Source: an optimization exercise on an open RTL-to-GDS flow (aim: small area). Production flows keep margins and buffers that such runs may drop. In this exercise RTL edits were held to simulation tests only and were not proved equivalent to the original. No activity file was given, so power comes from the tool's default toggle rates.

==> design/flow/flow/run.sh <==
#!/bin/bash
# Layout flow: the standard ORFS flow (standard.sh) with two settings added.
# * Port buffers are sky130_fd_sc_hd__buf_1 cells (every input and output port still
#   gets its own buffer, as in the standard flow).
# * CTS clusters up to 20 sinks within 100 um and inserts no dummy loads.
# The full output of the run goes to standard.log; ORFS keeps each step's log under
# orfs/logs/.
set -euo pipefail
export BUFFER_PORTS_ARGS="-buffer_cell sky130_fd_sc_hd__buf_1"
export CTS_ARGS="-sink_clustering_enable -repair_clock_nets -dont_use_dummy_load -sink_clustering_size 20 -sink_clustering_max_diameter 100"
bash standard.sh > standard.log 2>&1
==> design/flow/standard.sh <==
#!/bin/bash
# synth_recipe.tcl (not shown) runs the flow's synth.tcl, then flattens the netlist and writes it again
# the make line also repeats each setting of config.mk as NAME=value (left out here)
make -C /OpenROAD-flow-scripts/flow DESIGN_CONFIG=/design/flow/config.mk WORK_HOME=/design/flow/orfs CLKGATE_MAP_FILE= SYNTH_SCRIPT=/design/flow/synth_recipe.tcl "${@:-finish}"
==> design/flow/config.mk <==
export PLATFORM = sky130hd
export DESIGN_NAME = id_stage_pipe
export DESIGN_NICKNAME = id_stage_pipe
export VERILOG_FILES = /design/flow/design.v
export SDC_FILE = /design/flow/constraint.sdc
export NUM_CORES = 4
export LEC_CHECK = 0
export CAP_MARGIN = 20
export CORE_MARGIN = 2
export CORE_UTILIZATION = 45
export SETUP_SLACK_MARGIN = 0.25
export SLEW_MARGIN = 20
export SYNTH_HIERARCHICAL = 1
export SYNTH_MINIMUM_KEEP_SIZE = 0
==> design/flow/constraint.sdc <==
create_clock -name core_clock -period 5.0 [get_ports {clk}]
set_input_delay 1.0000 -clock core_clock [delete_from_list [all_inputs] [get_ports {clk}]]
set_output_delay 1.0000 -clock core_clock [all_outputs]
set_load 0.01 [all_outputs]
==> design/flow/design.v <==
module id_stage_pipe #(
    parameter int DATA_W     = 32,
    parameter int REG_ADDR_W = 5,
    parameter int SIG_W      = 32,
    parameter int LINK_REG   = 31,
    parameter int REGDST_BIT = 0,
    parameter int JAL_BIT    = 13,
    parameter int ZEXT_BIT   = 14
) (
    input  logic                  clk,
    input  logic                  rst,
    input  logic                  in_valid,
    output logic                  in_ready,
    input  logic [31:0]           in_pc,
    input  logic [31:0]           in_ir,
    input  logic [SIG_W-1:0]      in_signal,
    input  logic                  flush,
    input  logic                  wb_we,
    input  logic [REG_ADDR_W-1:0] wb_addr,
    input  logic [DATA_W-1:0]     wb_data,
    input  logic                  ex_load,
    input  logic [REG_ADDR_W-1:0] ex_dst,
    output logic                  hazard,
    output logic                  out_valid,
    input  logic                  out_ready,
    output logic [31:0]           out_pc,
    output logic [31:0]           out_ir,
    output logic [SIG_W-1:0]      out_signal,
    output logic [REG_ADDR_W-1:0] out_dst,
    output logic [REG_ADDR_W-1:0] out_r1_pos,
    output logic [REG_ADDR_W-1:0] out_r2_pos,
    output logic [DATA_W-1:0]     out_ext,
    output logic [DATA_W-1:0]     out_r1,
    output logic [DATA_W-1:0]     out_r2,
    output logic [DATA_W-1:0]     dbg_v0,
    output logic [DATA_W-1:0]     dbg_a0
);
    localparam int NREG = 1 << REG_ADDR_W;
    logic [DATA_W-1:0] regs [1:NREG-1];
    logic [DATA_W-1:0] wdata;
    logic              adv;
    logic [NREG-1:1] wen, hold;
    assign wdata = wb_data & {DATA_W{~rst}};
    for (genvar i = 1; i < NREG; i++) begin : g_reg
        logic [DATA_W-1:0] d;
        assign wen[i]  = rst || (wb_we && wb_addr == REG_ADDR_W'(i));
        assign hold[i] = !wen[i];
        for (genvar b = 0; b < DATA_W; b++) begin : g_b
            id_ao22 u_d (.a(wdata[b]), .sa(wen[i]), .b(regs[i][b]), .sb(hold[i]), .y(d[b]));
        end
        always_ff @(posedge clk)
            regs[i] <= d;
    end
    logic hit2, hit4;
    assign hit2 = wb_we && wb_addr == REG_ADDR_W'(2);
    assign hit4 = wb_we && wb_addr == REG_ADDR_W'(4);
    for (genvar b = 0; b < DATA_W; b++) begin : g_dbg
        id_ao22 u_v0 (.a(wb_data[b]), .sa(hit2), .b(regs[2][b]), .sb(!hit2), .y(dbg_v0[b]));
        id_ao22 u_a0 (.a(wb_data[b]), .sa(hit4), .b(regs[4][b]), .sb(!hit4), .y(dbg_a0[b]));
    end
    assign hazard   = in_valid && ex_load && (ex_dst != '0) &&
                      ((ex_dst == in_ir[25:21]) || (ex_dst == in_ir[20:16]));
    assign adv      = !out_valid || out_ready;
    assign in_ready = flush || (adv && !hazard);
    always_ff @(posedge clk) begin
        if (rst || flush)
            out_valid <= 1'b0;
        else if (adv)
            out_valid <= in_valid && !hazard;
    end
    logic [64+SIG_W-1:0] slot_q, slot_d, slot_in;
    assign slot_in = {in_pc, in_ir, in_signal};
    for (genvar b = 0; b < 64+SIG_W; b++) begin : g_slot
        id_ao22 u_d (.a(slot_in[b]), .sa(adv), .b(slot_q[b]), .sb(!adv), .y(slot_d[b]));
    end
    always_ff @(posedge clk)
        slot_q <= slot_d;
    assign {out_pc, out_ir, out_signal} = slot_q;
    assign out_r1_pos = out_ir[25:21];
    assign out_r2_pos = out_ir[20:16];
    assign out_dst    = out_signal[JAL_BIT]    ? REG_ADDR_W'(LINK_REG) :
                        out_signal[REGDST_BIT] ? out_ir[15:11] : out_ir[20:16];
    assign out_ext    = {{(DATA_W-16){out_ir[15] & ~out_signal[ZEXT_BIT]}}, out_ir[15:0]};
    logic [NREG-1:0] sel1, sel2;
    always_comb
        for (int i = 0; i < NREG; i++) begin
            sel1[i] = (out_r1_pos == REG_ADDR_W'(i)) && (i != 0);
            sel2[i] = (out_r2_pos == REG_ADDR_W'(i)) && (i != 0);
        end
    localparam int NGRP = (NREG - 2) / 3;
    for (genvar b = 0; b < DATA_W; b++) begin : g_bit
        logic [NREG-1:0] d;
        logic [NGRP:0]   n1, n2;
        for (genvar i = 1; i < NREG; i++) begin : g_in
            assign d[i] = regs[i][b];
        end
        assign d[0] = 1'b0;
        for (genvar g = 0; g < NGRP; g++) begin : g_grp
            id_aoi222 u1 (.a(d[3*g+3:3*g+1]), .s(sel1[3*g+3:3*g+1]), .y(n1[g]));
            id_aoi222 u2 (.a(d[3*g+3:3*g+1]), .s(sel2[3*g+3:3*g+1]), .y(n2[g]));
        end
        assign n1[NGRP] = ~(d[NREG-1] & sel1[NREG-1]);
        assign n2[NGRP] = ~(d[NREG-1] & sel2[NREG-1]);
        assign out_r1[b] = ~&n1;
        assign out_r2[b] = ~&n2;
    end
endmodule
module id_aoi222 (
    input  logic [2:0] a,
    input  logic [2:0] s,
    output logic       y
);
    assign y = ~|(a & s);
endmodule
module id_ao22 (
    input  logic a,
    input  logic sa,
    input  logic b,
    input  logic sb,
    output logic y
);
    assign y = (a & sa) | (b & sb);
endmodule
==> results.py, run 1 <==
metrics = {
    "detailed_routing": {
        "post_drt_wl_per_cell_um": 38.1,
        "routed_via_density": 7.90,
        "dr.pass1.iters": 14,
        "drc_errors": 0,
        "ant_nets": 0,
        "wl_um": 202000,
        "drt_iter0_drc": 9761,
        "vias": 41819,
    },
    "timing": {
        "hold_viol_final": 0,
        "fin_tns_setup_ps": 0,
        "holdWs_ps": 479,
        "period_needed_ps": 4840,
        "setup_ws_ps": 155,
        "clock_skew_ps": 57.3,
        "rsz0062_at_grt": "yes",
        "slew_headroom_pct": 14.7,
        "max_freq_mhz": 206,
        "tightestPinTransition_ps": 1280,
        "final_max_slew_viol_count": 0,
        "period_share_pct": 96.9,
        "finalSetupViolCount": 0,
    },
    "cts": {
        "tritoncts": "built",
        "h-tree-depth": 2,
        "clk_latency_ps": 690,
        "clkTransAtPathRegs_ps": 80,
        "clock_path_buffers": 3,
        "numCtsBuffers": 60,
        "cts_sinks": 1089,
        "cts_root_buffer": "clkbuf_16",
    },
    "pwr": {
        "internal_power_mw": 12.5,
        "clockPowerShare_pct": 28.4,
        "finalPower_mw": 17.8,
        "p_per_area_nw_per_um2": 370,
        "seqPwrFrac_pct": 56.6,
        "p_sw_mw": 5.30,
        "ir_drop_v": 0.000293,
        "p_sw_share_pct": 29.8,
        "power_frac_comb_pct": 15.0,
        "power.leakage_nw": 18.7,
    },
    "synth": {
        "ys_warn_count": 9,
        "synth_nets": 3588,
        "synth.area.top_cells": "dfxtp_1, a22o_1, a222oi_1",
        "synth.distinct_cells": 35,
        "synth_edf_count": 0,
        "syn_area_um2": 41800,
        "synth_top_area_share_pct": 52.1,
        "yosys.area.top_type": "dfxtp_1",
        "async_flop_share_pct": 0,
        "synth_ff_type": "dfxtp_1",
        "ys_ff_latch": 1089,
        "avgSynthCellArea_um2": 12.1,
        "synthCells": 3443,
        "ys_seq_area_share_pct": 52.1,
    },
    "floorplanning": {
        "start_util_pct": 45.5,
        "die_w_um": 309,
        "io_pins": 419,
        "rows": 111,
        "fp.coreArea_um2": 91800,
        "die_area_um2": 95400,
        "fp.dieH_um": 309,
    },
    "setup_path": {
        "reg2reg_slack_ps": 3270,
        "endpoint_kind": "output port",
        "cp.arrival_ps": 3840,
        "critPathSlowestCell": "dfxtp_1",
        "cp.required_ps": 4000,
        "cp_max_fo": 11,
        "reg2reg_depth": 4,
        "critPathKind": "reg -> out",
        "critPathLaunchType": "flip-flop",
        "path_cells": "nand2b_2 > nor2_4 > buf_4 > a222oi_1 > nand4_1 > a2111o_1 > buf_1",
        "crit_path_max_incr_delay_ps": 620,
    },
    "worst_hold_path": {
        "min_path_cells": 1,
        "hold_path_class": "reg -> reg",
    },
    "placement": {
        "dp_hpwl_um": 122000,
        "portBuffers": 418,
        "place_ws_ps": 715,
        "gp_congestion": 0.957,
    },
    "outcome": {
        "status": "complete, no violations",
    },
    "final_layout": {
        "most-common-layout-cells": "a22o_1, dfxtp_1, a222oi_1",
        "syn2layout_area_growth_pct": 15.2,
        "final_common_cell": "a22o_1",
        "nets": 4196,
        "drive_gt1_share_pct": 9.36,
        "fillers": 8105,
    },
    "grt": {
        "grt_pass1_wl_um": 282000,
        "grt-ovfl-total": 0,
        "antenna_found_initial": 12,
        "grt_max_degree": 75,
        "grt_pass1_vias": 38281,
        "grt.total_usage_pct": 40.2,
    },
    "job": {
        "max_cap_viol_count": 0,
    },
}
final timing paths:
check,startpoint,endpoint
worst max-delay path,slot_q[57]$_DFF_P_,out_r1[31]
worst min register to register,slot_q[28]$_DFF_P_,slot_q[28]$_DFF_P_
worst max register to register,out_valid$_SDFFE_PP0N_,slot_q[58]$_DFF_P_
worst min-delay path,slot_q[28]$_DFF_P_,slot_q[28]$_DFF_P_
area by class of cell:
| cell class | instances | area (µm²) | area share, % |
|---|---|---|---|
| Antenna cell | 2 | 5.00 | 0.0104 |
| Clock buffer | 60 | 1500 | 3.12 |
| Inverter | 35 | 131 | 0.273 |
| Multi-Input combinational cell | 2260 | 20100 | 41.7 |
| Sequential cell | 1089 | 21800 | 45.3 |
| Tap cell | 1243 | 1560 | 3.23 |
| Timing Repair Buffer | 605 | 3080 | 6.40 |
critical path, delay by kind of cell (launching register included):
kind	cells	cell delay (ps)
AOI/OAI and AO/OA	2	1050
buffers and inverters	2	410
DFF	1	620
and+or+nand+nor	3	1060
power groups by stage:
stage	registers (mW)	logic, mW	clock network [mW]
finish	10.1	2.67	5.05
global route	10.2	2.74	5.35
CTS	10.0	2.54	5.06
detailed placement	10.2	2.53	0
global placement	10.2	2.50	0
floorplan	10.1	1.43	0
cells in the mapped netlist, types with 2 or more instances:
| library cell | count |
|---|---|
| or2_2 | 2 |
| a211o_1 | 5 |
| xnor2_1 | 10 |
| buf_2 | 6 |
| nor2b_1 | 42 |
| or3b_2 | 4 |
| inv_1 | 35 |
| nand3b_1 | 6 |
| a21oi_1 | 2 |
| buf_4 | 45 |
| a31o_2 | 8 |
| or3_1 | 2 |
| nand3_1 | 4 |
| nor2_1 | 69 |
| dfxtp_1 | 1089 |
| nand4_1 | 128 |
| nor3_1 | 2 |
| nand2b_1 | 6 |
| nand2_1 | 75 |
| clkbuf_1 | 13 |
| a21o_1 | 21 |
| a2111o_1 | 64 |
| and3_1 | 3 |
| a22o_1 | 1152 |
| a222oi_1 | 640 |
modules after synthesis, one instance, submodules excluded:
| module | area [µm²] | flops+latches |
|---|---|---|
| id_ao22 | 8.76 | 0 |
| id_stage_pipe | 25300 | 1089 |
| id_aoi222 | 10.0 | 0 |
routing by layer:
metal	up-vias	routed length (µm)	global-route usage (%)	part of all wire [%]
met2	3790	83300	57.8	41
li1	16961	-	-	-
met1	20349	76500	53.8	38
met3	699	31900	15.3	16
met4	20	10100	16.5	5.0
met5	-	144	0.253	0.071
sequential cells by signal (all words and copies together), names as in the netlist:
register,count
slot_q,96
out_valid,1
regs,992
stage by stage:
stage	util, %	area (µm²)	instances
3_5_place_dp	50.6	46500	5221
2_1_floorplan	-	41800	3443
5_1_grt	52.4	48100	5292
6_report	52.4	48100	5294
3_3_place_gp	50.6	46500	5221
4_1_cts	52.3	48000	5284
cell families (layout without fill, tap and decap cells):
logic type | Yosys count | count (layout) | share of synthesized area (%)
compound gates | 1897 | 1897 | 42.0
flops | 1089 | 1089 | 52.1
simple gates | 347 | 353 | 4.38
buf+inv | 100 | 700 | 1.32
xor+xnor | 10 | 10 | 0.209
other cells | 0 | 2 | 0
what timing repair did:
item | CTS | global route
hold buffers | 0 | 0
buffers inserted | 0 | 5
cloned | 3 | 3
pin swaps | 3 | 5
setup endpoints to repair | 32 | 58
gates resized for setup | 8 | 15
==> run 2: changes to the inputs <==
==> design/flow/flow/run.sh (replaced) <==
#!/bin/bash
# Layout flow: the standard ORFS flow (standard.sh) with two settings added.
# * Port buffers are sky130_fd_sc_hd__buf_1 cells (every input and output port still
#   gets its own buffer, as in the standard flow).
# * CTS clusters up to 24 sinks within 100 um and inserts no dummy loads.
# The full output of the run goes to standard.log; ORFS keeps each step's log under
# orfs/logs/.
set -euo pipefail
export BUFFER_PORTS_ARGS="-buffer_cell sky130_fd_sc_hd__buf_1"
export CTS_ARGS="-sink_clustering_enable -repair_clock_nets -dont_use_dummy_load -sink_clustering_size 24 -sink_clustering_max_diameter 100"
bash standard.sh > standard.log 2>&1
--- a/design/flow/config.mk
+++ b/design/flow/config.mk
@@ -6,9 +6,9 @@
 export NUM_CORES = 4
 export LEC_CHECK = 0
-export CAP_MARGIN = 20
+export CAP_MARGIN = 10
 export CORE_MARGIN = 2
 export CORE_UTILIZATION = 45
-export SETUP_SLACK_MARGIN = 0.25
-export SLEW_MARGIN = 20
+export SETUP_SLACK_MARGIN = 0.2
+export SLEW_MARGIN = 10
 export SYNTH_HIERARCHICAL = 1
 export SYNTH_MINIMUM_KEEP_SIZE = 0
==> results.py, run 2 <==
metrics = {
    "grt": {
        "grt_max_degree": 75,
        "grt_pass1_vias": 38132,
        "grt_pass1_wl_um": 280000,
        "grt-ovfl-total": 0,
        "antenna_found_initial": 11,
        "grt.total_usage_pct": 39.8,
    },
    "synth": {
        "synth_edf_count": 0,
        "synth.area.top_cells": "dfxtp_1, a22o_1, a222oi_1",
        "avgSynthCellArea_um2": 12.1,
        "synthCells": 3443,
        "synth_ff_type": "dfxtp_1",
        "syn_area_um2": 41800,
        "async_flop_share_pct": 0,
        "ys_seq_area_share_pct": 52.1,
        "synth_top_area_share_pct": 52.1,
        "yosys.area.top_type": "dfxtp_1",
        "ys_warn_count": 9,
        "ys_ff_latch": 1089,
        "synth.most_common_cell": "a22o_1",
        "ys_top_cells_by_count": "a22o_1, dfxtp_1, a222oi_1",
        "synth_nets": 3588,
        "synth.distinct_cells": 35,
    },
    "detailed_routing": {
        "ant_nets": 0,
        "drc_errors": 0,
        "wl_um": 201000,
        "post_drt_wl_per_cell_um": 38.0,
        "dr.pass1.iters": 13,
        "routed_via_density": 7.87,
        "drt_iter0_drc": 9666,
        "vias": 41573,
    },
    "worst_hold_path": {
        "worstHoldStart": "slot_q[64]$_DFF_P_",
        "hold_path_class": "reg -> reg",
        "min_path_cells": 1,
        "hold_end": "slot_q[64]$_DFF_P_",
    },
    "job": {
        "max_cap_viol_count": 0,
    },
    "final_layout": {
        "final_common_cell": "a22o_1",
        "top_regs": "regs (992), slot_q (96), out_valid (1)",
        "utilization_pct": 52.1,
        "syn2layout_area_growth_pct": 14.5,
        "drive_gt1_share_pct": 9.02,
        "nets": 4183,
        "regMostFlops": "regs",
        "most-common-layout-cells": "a22o_1, dfxtp_1, a222oi_1",
        "largest_reg_flops": 992,
    },
    "floorplanning": {
        "fp.coreArea_um2": 91800,
        "die_w_um": 309,
        "io_pins": 419,
        "rows": 111,
        "start_util_pct": 45.5,
        "die_area_um2": 95400,
        "fp.dieH_um": 309,
    },
    "timing": {
        "slew_headroom_pct": 11.1,
        "tightestPinTransition_ps": 1330,
        "period_needed_ps": 4870,
        "period_share_pct": 97.3,
        "max_freq_mhz": 205,
        "final_max_slew_viol_count": 0,
        "clock_skew_ps": 49.2,
        "finalSetupViolCount": 0,
        "fin_tns_setup_ps": 0,
        "rsz0062_at_grt": "no",
        "hold_viol_final": 0,
    },
    "setup_path": {
        "crit_path_max_incr_delay_ps": 920,
        "reg2reg_slack_ps": 3280,
        "cp-startpoint": "slot_q[53]$_DFF_P_",
        "reg2reg_depth": 4,
        "cp.arrival_ps": 3870,
        "critPathSlowestCell": "nor2_4",
        "critPathLaunchType": "flip-flop",
        "worstReg2RegEnd": "slot_q[73]$_DFF_P_",
        "reg2reg_from": "out_valid$_SDFFE_PP0N_",
        "path_cells": "or3b_2 > nor2_4 > a222oi_1 > nand4_1 > a2111o_1 > buf_1",
        "cp_max_fo": 26,
        "cp.required_ps": 4000,
        "endpoint_kind": "output port",
        "critPathKind": "reg -> out",
    },
    "outcome": {
        "status": "complete, no violations",
    },
    "cts": {
        "tritoncts": "built",
        "clkTransAtPathRegs_ps": 100,
        "clock_path_buffers": 3,
        "cts_sinks": 1089,
        "clk_latency_ps": 670,
        "cts_root_buffer": "clkbuf_16",
        "numCtsBuffers": 51,
        "h-tree-depth": 2,
        "hold_buffers": 0,
    },
    "placement": {
        "portBuffers": 418,
        "dp_hpwl_um": 122000,
        "gp_congestion": 0.957,
    },
    "pwr": {
        "p_per_area_nw_per_um2": 364,
        "ir_drop_v": 0.000247,
        "power.leakage_nw": 18.5,
    },
}
[run 2: changes by cell type in the layout (fill, tap and decap cells not counted), moves of 2 or more]
cell       previous run  this run
clkbuf_16            60        51
nand2b_4              4         2
buf_4               178       174
nand2b_2              1         3
[run 2: report_power, final]
group          switching, mW  total (mW)  internal (mW)
Clock                   2.86        4.69           1.83
Sequential             0.667        10.1           9.41
Combinational           1.69        2.66          0.967
[run 2: layer usage]
layer / part of all wire, % / global-route usage (%) / vias up
met3: 16 / 15.3 / 661
met5: 0.053 / 0.101 / -
li1: - / - / 16923
met2: 41 / 57.1 / 3640
met1: 38 / 53.7 / 20333
met4: 4.8 / 16.0 / 16
[run 2: critical path, delay by kind of cell, from the launching register on]
family                 cells  cell delay, ps
AND/OR/NAND/NOR            3            1880
buffers and inverters      1             200
AO/OA/AOI/OAI              2             600
flip-flops                 1             500
[run 2: per-stage QoR]
step	hold slack, ps	instances	cell area, µm²	power (mW)	setup slack [ps]
2_1_floorplan	464	3443	41800	11.5	1050
3_3_place_gp	456	5221	46500	12.7	718
3_5_place_dp	454	5221	46500	12.7	715
4_1_cts	482	5272	47800	17.2	189
5_1_grt	493	5279	47900	17.9	210
6_report	480	5280	47900	17.4	133
[run 2: worst max-delay path by stage]
stage          slack (ps)  depth (start not counted)                endpoint
6_report              130                          6               out_r1[7]
5_1_grt               210                          7               out_r1[8]
4_1_cts               190                          7              out_r1[30]
3_5_place_dp          710                          8              dbg_a0[25]
3_3_place_gp          720                          8               dbg_a0[8]
2_1_floorplan        1050                          4  out_valid$_SDFFE_PP0N_
[run 2: kinds of logic after synthesis]
logic type	synth area share [%]
and+or+nand+nor	4.38
xor gates and xnor gates	0.209
buffers and inverters	1.32
DFF	52.1
AOI/OAI and AO/OA	42.0
[run 2: repair_timing]
action / 4_1_cts / 5_1_grt
gates cloned: 0 / 5
setup endpoints to repair: 3 / 58
gates resized for setup: 0 / 17
pin swaps: 1 / 5
buffers inserted: 0 / 2
[run 2: modules after synthesis, one instance, submodules excluded]
module / cells inside / copies in the design / flip-flops and latches
id_stage_pipe: 1651 / 1 / 1089
id_aoi222: 1 / 640 / 0
id_ao22: 1 / 1152 / 0
[run 2: cell type report]
type                            count  area, µm²
Inverter                           35        131
Clock buffer                       51       1280
Multi-Input combinational cell   2259      20000
Timing Repair Buffer              602       3060
Antenna cell                        1       2.50
Sequential cell                  1089      21800
Fill cell                        8144      43900
Tap cell                         1243       1560
==> run 3: changes to the inputs <==
==> design/flow/run.sh (new file) <==
#!/bin/bash
# synth_recipe.tcl (not shown) runs the flow's synth.tcl, then flattens the netlist and writes it again
# the make line also repeats each setting of config.mk as NAME=value (left out here)
make -C /OpenROAD-flow-scripts/flow DESIGN_CONFIG=/design/flow/config.mk WORK_HOME=/design/flow/orfs CLKGATE_MAP_FILE= SYNTH_SCRIPT=/design/flow/synth_recipe.tcl finish
--- a/design/flow/config.mk
+++ b/design/flow/config.mk
@@ -6,9 +6,11 @@
 export NUM_CORES = 4
 export LEC_CHECK = 0
-export CAP_MARGIN = 10
+export CAP_MARGIN = 20
 export CORE_MARGIN = 2
 export CORE_UTILIZATION = 45
-export SETUP_SLACK_MARGIN = 0.2
-export SLEW_MARGIN = 10
+export CTS_CLUSTER_DIAMETER = 100
+export CTS_CLUSTER_SIZE = 20
+export SETUP_SLACK_MARGIN = 0.3
+export SLEW_MARGIN = 20
 export SYNTH_HIERARCHICAL = 1
 export SYNTH_MINIMUM_KEEP_SIZE = 0
removed: design/flow/flow/run.sh
removed: design/flow/standard.sh
==> results.py, run 3 <==
metrics = {
    "outcome": {
        "status": "complete, no violations",
    },
    "detailed_routing": {
        "vias": 43165,
        "drc_errors": 0,
        "wl_um": 213000,
        "post_drt_wl_per_cell_um": 40.0,
        "ant_nets": 0,
        "dr.pass1.iters": 14,
        "routed_via_density": 8.12,
        "drt_iter0_drc": 11083,
    },
    "synth": {
        "synth_top_area_share_pct": 52.1,
        "synth_edf_count": 0,
        "syn_area_um2": 41800,
        "synth_nets": 3588,
        "synth.most_common_cell": "a22o_1",
        "synth.area.top_cells": "dfxtp_1, a22o_1, a222oi_1",
        "synth_ff_type": "dfxtp_1",
        "synth.distinct_cells": 35,
        "ys_seq_area_share_pct": 52.1,
        "yosys.area.top_type": "dfxtp_1",
        "ys_warn_count": 9,
        "async_flop_share_pct": 0,
        "avgSynthCellArea_um2": 12.1,
        "ys_top_cells_by_count": "a22o_1, dfxtp_1, a222oi_1",
        "synthCells": 3443,
        "ys_ff_latch": 1089,
    },
    "final_layout": {
        "drive_gt1_share_pct": 9.98,
        "syn2layout_area_growth_pct": 21.9,
        "nets": 4211,
        "final_common_cell": "a22o_1",
        "regMostFlops": "regs",
        "most-common-layout-cells": "a22o_1, dfxtp_1, a222oi_1",
        "largest_reg_flops": 992,
        "top_regs": "regs (992), slot_q (96), out_valid (1)",
    },
    "job": {
        "max_cap_viol_count": 0,
    },
    "floorplanning": {
        "die_w_um": 309,
        "rows": 111,
        "fp.coreArea_um2": 91800,
        "die_area_um2": 95400,
        "start_util_pct": 45.5,
        "io_pins": 419,
        "fp.dieH_um": 309,
    },
    "pwr": {
        "power.leakage_nw": 20.1,
        "p_per_area_nw_per_um2": 360,
        "finalPower_mw": 18.4,
        "ir_drop_v": 0.000345,
    },
    "cts": {
        "h-tree-depth": 2,
        "numCtsBuffers": 60,
        "clk_latency_ps": 710,
        "clock_path_buffers": 3,
        "clkTransAtPathRegs_ps": 90,
        "tritoncts": "built",
        "cts_root_buffer": "clkbuf_16",
        "cts_sinks": 1089,
    },
    "placement": {
        "portBuffers": 418,
        "gp_congestion": 0.921,
        "dp_hpwl_um": 129000,
        "place_ws_ps": 538,
    },
    "timing": {
        "slew_headroom_pct": 20.5,
        "rsz0062_at_grt": "yes",
        "clock_skew_ps": 37.2,
        "fin_tns_setup_ps": 0,
        "finalSetupViolCount": 0,
        "period_needed_ps": 4880,
        "setup_ws_ps": 118,
        "period_share_pct": 97.6,
        "final_max_slew_viol_count": 0,
        "tightestPinTransition_ps": 1190,
        "max_freq_mhz": 205,
        "hold_viol_final": 0,
    },
    "setup_path": {
        "cp.required_ps": 4000,
        "endpoint_kind": "output port",
        "crit_path_max_incr_delay_ps": 610,
        "critPathLaunchType": "flip-flop",
        "path_cells": "nor2_1 > nand2_2 > nor2_2 > buf_4 > a222oi_1 > nand4_1 > a2111o_1 > clkdlybuf4s50_1",
        "critPathKind": "reg -> out",
        "cp.arrival_ps": 3880,
        "crit_buf_inv": 2,
        "critPathSlowestCell": "a2111o_1",
        "cp_max_fo": 32,
        "critPathTopFamily": "compound AO/OA/AOI/OAI gates",
    },
    "grt": {
        "grt-ovfl-total": 0,
        "grt.total_usage_pct": 42.5,
        "grt_pass1_vias": 41412,
        "grt_max_degree": 93,
        "antenna_found_initial": 7,
        "grt_pass1_wl_um": 299000,
    },
    "worst_hold_path": {
        "hold_path_class": "reg -> reg",
    },
}
## run 3: cell counts after synthesis
No cell type changed its count.
## run 3: per-module statistics from Yosys, one instance, submodules excluded
| module | times used | cells |
|---|---|---|
| id_stage_pipe | 1 | 1651 |
| id_aoi222 | 640 | 1 |
| id_ao22 | 1152 | 1 |
## run 3: repair_timing
action                     4_1_cts  5_1_grt
buffers inserted                 8       21
pin swaps                       19       49
setup endpoints to repair       64       59
gates resized for setup         52       40
hold buffers                     0        0
## run 3: final cells by class
| type | count | area (µm²) |
|---|---|---|
| Inverter | 35 | 131 |
| Fill cell | 7765 | 40800 |
| Sequential cell | 1089 | 21800 |
| Clock inverter | 2 | 27.5 |
| Timing Repair Buffer | 626 | 5950 |
| Antenna cell | 1 | 2.50 |
| Clock buffer | 63 | 1570 |
| Tap cell | 1243 | 1560 |
| Multi-Input combinational cell | 2254 | 19900 |
## run 3: worst reg2reg max path, delay by kind of cell, from the launching register on
family,cells,cell delay (ps)
buffers and inverters,2,890
DFF,1,410
AOI/OAI and AO/OA,1,270
and+or+nand+nor,1,130
## run 3: kinds of logic after synthesis
logic type / share of synthesized area [%]
buf+inv: 1.32
simple gates: 4.38
flops: 52.1
xor+xnor: 0.209
compound gates: 42.0
## run 3: worst paths after layout
path | startpoint | endpoint | slack, ps | depth (start not counted)
min | slot_q[88]$_DFF_P_ | slot_q[88]$_DFF_P_ | 480 | 1
max | slot_q[53]$_DFF_P_ | out_r1[22] | 120 | 8
max reg2reg | out_valid$_SDFFE_PP0N_ | slot_q[72]$_DFF_P_ | 3220 | 4
min reg2reg | slot_q[88]$_DFF_P_ | slot_q[88]$_DFF_P_ | 480 | 1
## run 3: where the power goes
group	switching (mW)	leakage (nW)	internal, mW	total (mW)
sequential	0.695	9.07	9.40	10.1
combinational	1.72	10.2	1.33	3.06
clock	2.98	0.784	2.22	5.20
## run 3: metal layers
metal  GRT usage [%]  vias up  part of all wire, %
li1                -    16968                    -
met1            56.4    21108                   37
met2            60.4     4171                   41
met3            16.2      912                   16
met4            20.2        6                  5.8
met5               0        -                0.020
## run 3: per-stage QoR
step	instances	utilization [%]	cell area, µm²	hold slack (ps)
finish	5313	55.5	51000	482
global route	5313	55.5	51000	501
CTS	5291	55.2	50600	482
detailed placement	5218	53.2	48800	454
global placement	5218	53.2	48800	458
floorplan	3443	-	41800	464
==> run 4: changes to the inputs <==
==> design/flow/flow/run.sh (new file) <==
#!/bin/bash
# Layout flow: the standard ORFS flow (standard.sh) with two settings added.
# * Port buffers are sky130_fd_sc_hd__buf_1 cells (every input and output port still
#   gets its own buffer, as in the standard flow).
# * CTS builds its tree from clkbuf_16 cells, clusters up to 16 sinks within 100 um
#   behind a clkbuf_8 each, and inserts no dummy loads.
# The full output of the run goes to standard.log; ORFS keeps each step's log under
# orfs/logs/.
set -euo pipefail
export BUFFER_PORTS_ARGS="-buffer_cell sky130_fd_sc_hd__buf_1"
export CTS_ARGS="-sink_clustering_enable -repair_clock_nets -dont_use_dummy_load -sink_clustering_size 16 -sink_clustering_max_diameter 100 -buf_list sky130_fd_sc_hd__clkbuf_16 -root_buf sky130_fd_sc_hd__clkbuf_16 -sink_clustering_buffer sky130_fd_sc_hd__clkbuf_8"
bash standard.sh > standard.log 2>&1
==> design/flow/standard.sh (new file) <==
#!/bin/bash
# synth_recipe.tcl (not shown) runs the flow's synth.tcl, then flattens the netlist and writes it again
# the make line also repeats each setting of config.mk as NAME=value (left out here)
make -C /OpenROAD-flow-scripts/flow DESIGN_CONFIG=/design/flow/config.mk WORK_HOME=/design/flow/orfs CLKGATE_MAP_FILE= SYNTH_SCRIPT=/design/flow/synth_recipe.tcl "${@:-finish}"
==> design/flow/config.mk (replaced) <==
export PLATFORM = sky130hd
export DESIGN_NAME = id_stage_pipe
export DESIGN_NICKNAME = id_stage_pipe
export VERILOG_FILES = /design/flow/design.v
export SDC_FILE = /design/flow/constraint.sdc
export NUM_CORES = 4
export LEC_CHECK = 0
export CAP_MARGIN = 5
export CORE_MARGIN = 2
export CORE_UTILIZATION = 50
export SETUP_SLACK_MARGIN = 0.2
export SLEW_MARGIN = 5
export SYNTH_HIERARCHICAL = 1
export SYNTH_MINIMUM_KEEP_SIZE = 0
removed: design/flow/run.sh
==> results.py, run 4 <==
metrics = {
    "synth": {
        "syn_area_um2": 41800,
        "ys_warn_count": 9,
        "synth_top_area_share_pct": 52.1,
        "avgSynthCellArea_um2": 12.1,
        "yosys.area.top_type": "dfxtp_1",
        "ys_seq_area_share_pct": 52.1,
        "synth_ff_type": "dfxtp_1",
        "synthCells": 3443,
        "synth_edf_count": 0,
        "synth.distinct_cells": 35,
        "ys_top_cells_by_count": "a22o_1, dfxtp_1, a222oi_1",
        "synth.area.top_cells": "dfxtp_1, a22o_1, a222oi_1",
        "async_flop_share_pct": 0,
        "synth_nets": 3588,
        "synth.most_common_cell": "a22o_1",
        "ys_ff_latch": 1089,
    },
    "pwr": {
        "ir_drop_v": 0.000284,
        "power_frac_comb_pct": 15.9,
        "p_per_area_nw_per_um2": 366,
        "clockPowerShare_pct": 25.8,
        "internal_power_mw": 11.9,
        "p_sw_share_pct": 31.1,
        "power.leakage_nw": 18.4,
        "p_sw_mw": 5.39,
        "seqPwrFrac_pct": 58.3,
    },
    "final_layout": {
        "syn2layout_area_growth_pct": 13.1,
        "most-common-layout-cells": "a22o_1, dfxtp_1, a222oi_1",
        "nets": 4199,
        "final_common_cell": "a22o_1",
        "stdcell_area_um2": 47300,
        "drive_gt1_share_pct": 9.33,
        "regMostFlops": "regs",
        "largest_reg_flops": 992,
        "top_regs": "regs (992), slot_q (96), out_valid (1)",
    },
    "timing": {
        "period_share_pct": 98.6,
        "clock_skew_ps": 53.3,
        "hold_viol_final": 0,
        "final_max_slew_viol_count": 0,
        "period_needed_ps": 4930,
        "fin_tns_setup_ps": 0,
        "rsz0062_at_grt": "yes",
        "tightestPinTransition_ps": 1100,
        "finalSetupViolCount": 0,
        "slew_headroom_pct": 26.5,
        "max_freq_mhz": 203,
    },
    "floorplanning": {
        "die_area_um2": 85900,
        "die_w_um": 293,
        "start_util_pct": 50.3,
        "fp.dieH_um": 293,
        "io_pins": 419,
        "rows": 106,
        "fp.coreArea_um2": 83200,
    },
    "cts": {
        "clk_latency_ps": 610,
        "hold_buffers": 0,
        "h-tree-depth": 3,
        "numCtsBuffers": 78,
        "clkTransAtPathRegs_ps": 90,
        "cts_sinks": 1089,
        "tritoncts": "built",
        "clock_path_buffers": 3,
        "cts_root_buffer": "clkbuf_16",
    },
    "setup_path": {
        "endpoint_kind": "output port",
        "cp.arrival_ps": 3930,
        "critPathKind": "reg -> out",
        "reg2reg_slack_ps": 2770,
        "cp.required_ps": 4000,
        "reg2reg_depth": 4,
        "crit_path_max_incr_delay_ps": 680,
        "critPathSlowestCell": "a222oi_1",
        "path_cells": "nand2b_2 > nor2_2 > buf_4 > a222oi_1 > nand4_1 > a2111o_1 > buf_1",
        "cp_max_fo": 32,
        "critPathLaunchType": "flip-flop",
    },
    "placement": {
        "gp_congestion": 1.03,
        "placed_cell_area_um2": 46000,
        "dp_hpwl_um": 135000,
        "portBuffers": 418,
    },
    "worst_hold_path": {
        "hold_path_class": "reg -> reg",
        "min_path_cells": 1,
    },
    "grt": {
        "grt-ovfl-total": 0,
        "grt_pass1_wl_um": 304000,
        "grt_pass1_vias": 40997,
        "antenna_found_initial": 12,
        "grt.total_usage_pct": 48.2,
        "grt_max_degree": 87,
    },
    "detailed_routing": {
        "routed_via_density": 8.57,
        "top_signal_layer_used": "met5",
        "dr.pass1.iters": 17,
        "drt-met1-wl_um": 76000,
        "ant_nets": 0,
        "vias": 44014,
        "wl_um": 218000,
        "route.met2.wl_um": 87900,
        "drt_iter0_drc": 10707,
        "drc_errors": 0,
        "post_drt_wl_per_cell_um": 42.4,
        "wl_met3_um": 38100,
    },
    "outcome": {
        "status": "complete, no violations",
    },
    "job": {
        "max_cap_viol_count": 0,
    },
}
run 4: cell types whose count changed in the layout (fill, tap and decap cells not counted), sizes merged:
cell | previous run | this run
diode | 1 | 4
buf | 209 | 595
inv | 36 | 33
clkbuf | 63 | 79
clkdlybuf4s50 | 407 | 0
clkinv | 1 | 2
dlymetal6s2s | 10 | 0
run 4: path summary, 6_finish.rpt:
kind,startpoint,end
setup reg to reg,out_valid$_SDFFE_PP0N_,slot_q[39]$_DFF_P_
hold / removal,slot_q[87]$_DFF_P_,slot_q[87]$_DFF_P_
setup / recovery,slot_q[49]$_DFF_P_,out_r2[23]
hold reg to reg,slot_q[87]$_DFF_P_,slot_q[87]$_DFF_P_
run 4: layer usage:
layer  GRT usage, %  vias to the layer above
li1               -                    16936
met4           26.6                       16
met1           60.9                    21344
met5          0.794                        -
met3           21.4                     1060
met2           68.2                     4658
run 4: per-module statistics from Yosys, one instance, submodules excluded:
module         copies in the design  flip-flops and latches  area [µm²]  cells inside
id_stage_pipe                     1                    1089       25300          1651
id_aoi222                       640                       0        10.0             1
id_ao22                        1152                       0        8.76             1
run 4: repair_timing:
action | CTS | global route
setup endpoints to repair | 40 | 40
buffers inserted | 0 | 0
pin swaps | 0 | 4
resized for setup | 10 | 12
run 4: final cells by class:
| class | instances | area (µm²) |
|---|---|---|
| diodes | 4 | 10.0 |
| clock buffers | 78 | 1170 |
| fillers | 7046 | 35900 |
| inverters | 35 | 131 |
| multi-input cells | 2254 | 19900 |
| flip-flops and latches | 1089 | 21800 |
| well taps | 1080 | 1350 |
| repair buffers | 596 | 2960 |
run 4: critical path: cells and delay by family (launching register included):
| kind | cells | cell delay, ps |
|---|---|---|
| compound gates | 2 | 1250 |
| buf+inv | 2 | 520 |
| simple gates | 3 | 1000 |
| flops | 1 | 530 |
run 4: cells by family (layout without fill, tap and decap cells):
family	count (synthesis)	count (layout)	synth area share (%)
AOI/OAI and AO/OA	1897	1897	42.0
and+or+nand+nor	347	347	4.38
xor gates and xnor gates	10	10	0.209
buffers and inverters	100	709	1.32
other	0	4	0
DFF	1089	1089	52.1
run 4: stage by stage:
stage          cells  utilization [%]  setup slack [ps]  power (mW)  hold WS (ps)
2_1_floorplan   3443                -              1050        11.5           464
3_3_place_gp    5054             55.4               713        12.7           454
3_5_place_dp    5054             55.4               604        12.8           453
4_1_cts         5132             56.8               207        17.1           482
5_1_grt         5133             56.9               172        17.7           492
6_report        5136             56.9              70.2        17.3           480
run 4: power groups by stage:
stage | registers (mW) | logic, mW | clock network, mW
detailed placement | 10.2 | 2.58 | 0
global placement | 10.2 | 2.54 | 0
floorplan | 10.1 | 1.43 | 0
finish | 10.1 | 2.76 | 4.48
global route | 10.2 | 2.77 | 4.76
CTS | 10.0 | 2.60 | 4.45
==> run 5: changes to the inputs <==
--- a/design/flow/config.mk
+++ b/design/flow/config.mk
@@ -8,5 +8,5 @@
 export CAP_MARGIN = 5
 export CORE_MARGIN = 2
-export CORE_UTILIZATION = 50
+export CORE_UTILIZATION = 55
 export SETUP_SLACK_MARGIN = 0.2
 export SLEW_MARGIN = 5
==> results.py, run 5 <==
metrics = {
    "synth": {
        "yosys.area.top_type": "dfxtp_1",
        "synthCells": 3443,
        "ys_seq_area_share_pct": 52.1,
        "synth.distinct_cells": 35,
        "synth.area.top_cells": "dfxtp_1, a22o_1, a222oi_1",
        "synth_edf_count": 0,
        "synth_top_area_share_pct": 52.1,
        "synth_ff_type": "dfxtp_1",
        "avgSynthCellArea_um2": 12.1,
        "synth.most_common_cell": "a22o_1",
        "syn_area_um2": 41800,
        "ys_top_cells_by_count": "a22o_1, dfxtp_1, a222oi_1",
        "ys_ff_latch": 1089,
        "async_flop_share_pct": 0,
        "ys_warn_count": 9,
        "synth_nets": 3588,
    },
    "pwr": {
        "p_sw_share_pct": 30.7,
        "ir_drop_v": 0.000274,
        "clockPowerShare_pct": 25.8,
        "power.leakage_nw": 18.5,
        "p_per_area_nw_per_um2": 365,
        "internal_power_mw": 11.9,
        "p_sw_mw": 5.29,
        "seqPwrFrac_pct": 58.6,
        "power_frac_comb_pct": 15.6,
    },
    "setup_path": {
        "cp_max_fo": 15,
        "endpoint_kind": "output port",
        "path_cells": "or3b_2 > nor2_4 > buf_4 > buf_4 > a222oi_1 > nand4_1 > a2111o_1 > buf_1",
        "cp.arrival_ps": 4100,
        "reg2reg_depth": 4,
        "critPathKind": "reg -> out",
        "reg2reg_from": "out_valid$_SDFFE_PP0N_",
        "crit_path_max_incr_delay_ps": 790,
        "cp.required_ps": 4000,
        "crit_buf_inv": 3,
        "critPathLaunchType": "flip-flop",
        "cpMostUsedCell": "buf_4",
        "critPathSlowestCell": "a222oi_1",
        "crit_cells": 8,
        "critPathTopFamily": "compound AO/OA/AOI/OAI gates",
        "worstReg2RegEnd": "slot_q[22]$_DFF_P_",
        "reg2reg_slack_ps": 2630,
    },
    "final_layout": {
        "most-common-layout-cells": "a22o_1, dfxtp_1, a222oi_1",
        "final_common_cell": "a22o_1",
        "drive_gt1_share_pct": 9.53,
        "utilization_pct": 62.4,
        "top_regs": "regs (992), slot_q (96), out_valid (1)",
        "nets": 4207,
        "syn2layout_area_growth_pct": 12.9,
        "largest_reg_flops": 992,
        "regMostFlops": "regs",
    },
    "cts": {
        "cts_root_buffer": "clkbuf_16",
        "h-tree-depth": 3,
        "tritoncts": "built",
        "cts_sinks": 1089,
        "clkTransAtPathRegs_ps": 100,
        "clock_path_buffers": 3,
        "hold_buffers": 0,
        "numCtsBuffers": 78,
        "clk_latency_ps": 630,
    },
    "floorplanning": {
        "start_util_pct": 55.3,
        "fp.coreArea_um2": 75600,
        "die_area_um2": 78200,
        "rows": 101,
        "fp.dieH_um": 280,
        "io_pins": 419,
        "die_w_um": 280,
    },
    "timing": {
        "final_max_slew_viol_count": 0,
        "period_share_pct": 102,
        "hold_viol_final": 0,
        "clock_skew_ps": 58.2,
        "slew_headroom_pct": 14.6,
        "finalSetupViolCount": 1,
        "period_needed_ps": 5100,
        "setup_ws_ps": -105,
        "rsz0062_at_grt": "yes",
        "max_freq_mhz": 196,
        "tightestPinTransition_ps": 1280,
    },
    "job": {
        "max_cap_viol_count": 0,
    },
    "outcome": {
        "so_faults": "negative setup slack",
        "status": "finished with violations",
    },
    "grt": {
        "grt_pass1_wl_um": 290000,
        "grt-ovfl-total": 0,
        "grt_pass1_vias": 40771,
        "grt.total_usage_pct": 50.2,
        "grt_max_degree": 83,
        "antenna_found_initial": 8,
    },
    "placement": {
        "gp_congestion": 1.03,
        "portBuffers": 418,
        "place_ws_ps": 710,
        "dp_hpwl_um": 130000,
    },
    "detailed_routing": {
        "dr.pass1.iters": 17,
        "drt_iter0_drc": 11481,
        "post_drt_wl_per_cell_um": 41.0,
        "routed_via_density": 8.68,
        "ant_nets": 0,
        "drc_errors": 0,
        "wl_um": 207000,
        "vias": 43799,
    },
    "worst_hold_path": {
        "hold_end": "slot_q[12]$_DFF_P_",
        "min_path_cells": 1,
        "worstHoldStart": "slot_q[12]$_DFF_P_",
        "hold_path_class": "reg -> reg",
    },
}
[run 5: cell counts after synthesis]
Identical to the previous run, type by type.
[run 5: layout make-up]
class / instances / area (µm²)
antenna: 7 / 17.5
clock buffer: 78 / 1170
fill: 6227 / 28400
inverter: 35 / 131
multi-input combinational: 2254 / 19800
sequential: 1089 / 21800
tap: 978 / 1220
timing repair buffer: 604 / 3010
[run 5: power groups by stage]
stage | Sequential (mW) | Clock (mW) | Combinational (mW)
2_1_floorplan | 10.1 | 0 | 1.43
3_3_place_gp | 10.2 | 0 | 2.46
3_5_place_dp | 10.2 | 0 | 2.51
4_1_cts | 10.0 | 4.38 | 2.52
5_1_grt | 10.2 | 4.70 | 2.71
6_report | 10.1 | 4.44 | 2.69
[run 5: how the worst max path moves through the flow]
| stage | from | end | slack (ps) |
|---|---|---|---|
| finish | slot_q[48]$_DFF_P_ | out_r2[5] | -100 |
| global route | slot_q[48]$_DFF_P_ | out_r2[5] | 110 |
| CTS | slot_q[55]$_DFF_P_ | out_r1[8] | 250 |
| detailed placement | wb_addr[4] | dbg_a0[17] | 710 |
| global placement | wb_we | dbg_a0[0] | 740 |
| floorplan | out_ready | out_valid$_SDFFE_PP0N_ | 1050 |
[run 5: layer usage]
metal | wire [µm] | vias to the layer above | GRT usage, %
met5 | 255 | - | 1.81
met1 | 71300 | 21257 | 63.0
met4 | 15800 | 14 | 30.1
met2 | 81100 | 4606 | 68.0
met3 | 38500 | 960 | 25.4
li1 | - | 16962 | -
[run 5: cell families after synthesis]
logic type                synth area share [%]
and+or+nand+nor                           4.38
DFF                                       52.1
buffers and inverters                     1.32
AOI/OAI and AO/OA                         42.0
xor gates and xnor gates                 0.209
[run 5: worst reg2reg max path: cells and delay by family (launching register included)]
family | cells | cell delay, ps
buffers and inverters | 2 | 1490
AND/OR/NAND/NOR | 1 | 200
flip-flops | 1 | 400
AO/OA/AOI/OAI | 1 | 190
[run 5: what timing repair did]
item	CTS	global route
endpoints found under the hold margin	0	0
setup buffers	0	4
endpoints found under the setup margin	28	24
gates cloned	0	0
pin swaps	0	6
resized for setup	6	12
[run 5: per-module statistics from Yosys, one instance, submodules excluded]
module,flops+latches,cells inside
id_ao22,0,1
id_aoi222,0,1
id_stage_pipe,1089,1651
[run 5: metrics by stage]
step	setup TNS [ps]	power [mW]	hold WS, ps	cell area, µm²	instances
3_3_place_gp	0	12.6	454	45900	4955
5_1_grt	0	17.6	491	47200	5040
3_5_place_dp	0	12.7	454	45900	4955
2_1_floorplan	0	11.5	464	41800	3443
6_report	-105	17.2	470	47200	5045
4_1_cts	0	16.9	471	47100	5033

[static timing again, ports no longer ideal]
How much do the figures lean on ideal ports? The routed layouts below were timed once more, with nothing changed but the port constraints.
Step 1 (the two cells are an assumption about what drives the block):
set clk [get_ports {clk}]
set_driving_cell -lib_cell sky130_fd_sc_hd__clkbuf_16 $clk
set_driving_cell -lib_cell sky130_fd_sc_hd__buf_2 [delete_from_list [all_inputs] $clk]
Step 2 moves the port delays by t, midway between the first and last clock arrival at a register: inputs arrive t later, outputs are due t later. That takes back most of the time a late clock gives input paths.
Slacks: no drivers / after step 1 / after step 2; pairs: no drivers / after step 1.
run	t, ns	setup WS [ns]	cell pins on the clock port's net
run 1	0.746	0.155 / 0.075 / 0.570	1
run 2	0.719	0.133 / 0.055 / 0.522	1
run 3	0.767	0.118 / 0.048 / 0.400	1
run 4	0.679	0.070 / -0.003 / 0.609	1
run 5	0.684	-0.105 / -0.175 / 0.509	1
